Source: an optimization exercise on an open RTL-to-GDS flow (aim: small area, a short achievable clock period and few clock cycles). Production flows keep margins and buffers that such runs may drop. In this exercise RTL edits were held to simulation tests only and were not proved equivalent to the original.

==> job 732: inputs <==
// arc_odometry_integrator_core
module arc_odometry_integrator_core #(
    parameter int ANGLE_BITS = 16
) (
    input  logic               aclk,
    input  logic               aresetn,
    input  logic               cfg_valid,
    output logic               cfg_ready,
    input  logic [31:0]        cfg_data,
    input  logic               s_valid,
    output logic               s_ready,
    input  logic signed [15:0] s_pulse_count,
    input  logic signed [23:0] s_yaw_rate,
    input  logic [15:0]        s_elapsed_time,
    output logic               m_valid,
    input  logic               m_ready,
    output logic signed [31:0] m_pos_x,
    output logic signed [31:0] m_pos_y,
    output logic [15:0]        m_heading,
    output logic signed [31:0] m_vel_x,
    output logic signed [31:0] m_vel_y
);
export LEC_CHECK = 0
export CAP_MARGIN = 20
export CORE_MARGIN = 2
export CORE_UTILIZATION = 55
export PLACE_DENSITY = 0.7
export SETUP_SLACK_MARGIN = 0.5
export SLEW_MARGIN = 20
create_clock -name core_clock -period 10.0 [get_ports {aclk}]
run.sh (not shown) runs the stock make flow with config.mk's settings and CLKGATE_MAP_FILE= SYNTH_SCRIPT=/design/flow/synth_recipe.tcl, a recipe that flattens the netlist after the stock synthesis.
==> job 417 (differences from job 732) <==
--- a/flow/design.v
+++ b/flow/design.v
@@ -118,17 +118,10 @@
     logic [31:0] shx, shy;
     logic [5:0]  ntopx, ntopy;
     logic        ovfx, ovfy, negx, negy;
     logic [31:0] velx_h, vely_h;
     logic [15:0] hb_reg;
-    logic        sbv, sfirst;      
-    logic [31:0] s_qx, s_qy, s_velx, s_vely;
-    logic        s_ovfx, s_ovfy, s_negx, s_negy;
-    logic [15:0] s_hb;
-    logic        fin_main, fin_side, main_free, to_side, to_main;
-    logic [31:0] f_qx, f_qy;
-    logic        f_ovfx, f_ovfy, f_negx, f_negy;
     logic signed [31:0] posx_reg, posy_reg, outvx_reg, outvy_reg;
     logic [15:0]        outh_reg;
     logic               m_valid_reg;
     assign hnext = a1_reg + {15'd0, rb_reg};
     assign sa_s = cur ? ps_s[1] : ps_s[0];
@@ -161,22 +154,11 @@
     logic step_last;    
     assign step_last = hh | ~need_hi;
     logic fin_step, out_free, back_free, commit;
     assign fin_step  = ((ph == arcodo_pkg::PH_Q1) || (ph == arcodo_pkg::PH_D0)) && step_last;
     assign out_free  = !m_valid_reg || m_ready;
-    assign fin_main  = (bst == B_FIN) && !(sbv && sfirst) && out_free;
-    assign fin_side  = sbv && sfirst && out_free;
-    assign main_free = (bst == B_IDLE) || fin_main;
-    assign back_free = main_free || ((ph == arcodo_pkg::PH_D0) && !sbv);
-    assign to_side   = commit && !main_free;
-    assign to_main   = commit && main_free;
-    assign f_qx   = sfirst ? s_qx : shx;
-    assign f_qy   = sfirst ? s_qy : shy;
-    assign f_ovfx = sfirst ? s_ovfx : ovfx;
-    assign f_ovfy = sfirst ? s_ovfy : ovfy;
-    assign f_negx = sfirst ? s_negx : negx;
-    assign f_negy = sfirst ? s_negy : negy;
+    assign back_free = (bst == B_IDLE) || ((bst == B_FIN) && out_free);
     assign commit    = fin_step && back_free;
     logic accept;
     assign s_ready = (ph == arcodo_pkg::PH_IDLE) || commit;
     assign accept  = s_valid && s_ready;
     always_comb begin
@@ -608,12 +590,10 @@
     endfunction
     always_ff @(posedge aclk) begin
         if (!aresetn) begin
             bst         <= B_IDLE;
             bcnt        <= 3'd0;
-            sbv         <= 1'b0;
-            sfirst      <= 1'b0;
             m_valid_reg <= 1'b0;
             posx_reg    <= 32'sd0;
             posy_reg    <= 32'sd0;
             outh_reg    <= 16'd0;
         end else begin
@@ -626,34 +606,21 @@
                     if (bcnt == 3'd7) begin
                         bst <= B_FIN;
                     end
                 end
                 B_FIN: begin
-                    if (fin_main) begin
-                        bst <= B_IDLE;
+                    if (out_free) begin
+                        m_valid_reg <= 1'b1;
+                        posx_reg    <= pos_step(posx_reg, shx, ovfx, negx);
+                        posy_reg    <= pos_step(posy_reg, shy, ovfy, negy);
+                        outh_reg    <= hb_reg;
+                        bst         <= B_IDLE;
                     end
                 end
                 default: ;
             endcase
-            if (fin_main || fin_side) begin
-                m_valid_reg <= 1'b1;
-                posx_reg    <= pos_step(posx_reg, f_qx, f_ovfx, f_negx);
-                posy_reg    <= pos_step(posy_reg, f_qy, f_ovfy, f_negy);
-                outh_reg    <= sfirst ? s_hb : hb_reg;
-            end
-            if (fin_main && sbv) begin
-                sfirst <= 1'b1;
-            end
-            if (fin_side) begin
-                sbv    <= 1'b0;
-                sfirst <= 1'b0;
-            end
-            if (to_side) begin
-                sbv    <= 1'b1;
-                sfirst <= 1'b0;
-            end
-            if (to_main) begin
+            if (commit) begin
                 bcnt <= 3'd0;
                 bst  <= (ph == arcodo_pkg::PH_Q1) ? B_DIV : B_FIN;
             end
         end
     end
@@ -666,26 +633,15 @@
             if (bcnt == 3'd0) begin
                 ovfx <= ({ntopx, remx} >= {6'd0, dd_reg});
                 ovfy <= ({ntopy, remy} >= {6'd0, dd_reg});
             end
         end
-        if (fin_main || fin_side) begin
-            outvx_reg <= sfirst ? s_velx : velx_h;
-            outvy_reg <= sfirst ? s_vely : vely_h;
-        end
-        if (to_side) begin
-            s_hb   <= hnext;
-            s_velx <= sat_mag(vxm_reg, pneg_reg ^ ca_s);
-            s_vely <= sat_mag(vym_reg, pneg_reg ^ sa_s);
-            s_qx   <= dsx;
-            s_qy   <= dsy;
-            s_ovfx <= dsx_ovf;
-            s_ovfy <= dsy_ovf;
-            s_negx <= pneg_reg ^ ca_s;
-            s_negy <= pneg_reg ^ sa_s;
+        if (bst == B_FIN && out_free) begin
+            outvx_reg <= velx_h;
+            outvy_reg <= vely_h;
         end
-        if (to_main) begin
+        if (commit) begin
             hb_reg <= hnext;
             velx_h <= sat_mag(vxm_reg, pneg_reg ^ ca_s);
             vely_h <= sat_mag(vym_reg, pneg_reg ^ sa_s);
             if (ph == arcodo_pkg::PH_Q1) begin
                 dd_reg <= wm_reg;
CAP_MARGIN = 10   (was 20)
CTS_BUF_LIST = sky130_fd_sc_hd__clkbuf_8   (was not set)
SETUP_SLACK_MARGIN = 0.4   (was 0.5)
SLEW_MARGIN = 10   (was 20)
==> reports/qor_table.md <==
| Parameter | Value |
| --- | --- |
| Status | complete, but fails checks |
| Set of violated layout checks | max-capacitance violations, max-slew violations |
| Share of the final layout cell area in sequential cells | 16.7% |
| Synth Area in XOR/XNOR | 4.14% |
| Number of max-cap violations | 4 |
| Slew Limit Fails | 14 |
| Cell total after placement | 21400 |
| Clock sink count | 1122 |
The numbers above come from job 417.

==> reports/qor_table.md <==
| Parameter | Value |
| --- | --- |
| Number of max-cap violations | 0 |
| Cell total after placement | 22000 |
| Clock sink count | 1272 |
| Status | finished clean |
The numbers above come from job 732.

Testbench counts of job 732, summed over its fixed seeds: cycles 3,797.
Testbench counts of job 417, summed over its fixed seeds: cycles 4,019.

-- separate check: timing with driven ports --
In the flow no input, the clock included, has a driving cell. The finished layouts below were timed again as built, in two steps. Step 1 assumes that a clkbuf_16 drives the clock port and a buf_2 every other input. Step 2 times the ports against the registers' clock, not the clock port: input delays grow and output delays shrink by t, the midpoint of the rising clock arrivals with the driver on. Slacks: ideal / step 1 / step 2; pairs: ideal / step 1.
run | shift t [ns] | setup slack, ns | clock arrival spread, ns | worst slew at a driven data input, ns
job 732 | 0.946 | 0.577 / 0.577 / 0.577 | 0.098 / 0.098 | 0.15
job 417 | 1.140 | 0.328 / 0.328 / 0.328 | 0.148 / 0.147 | 0.23
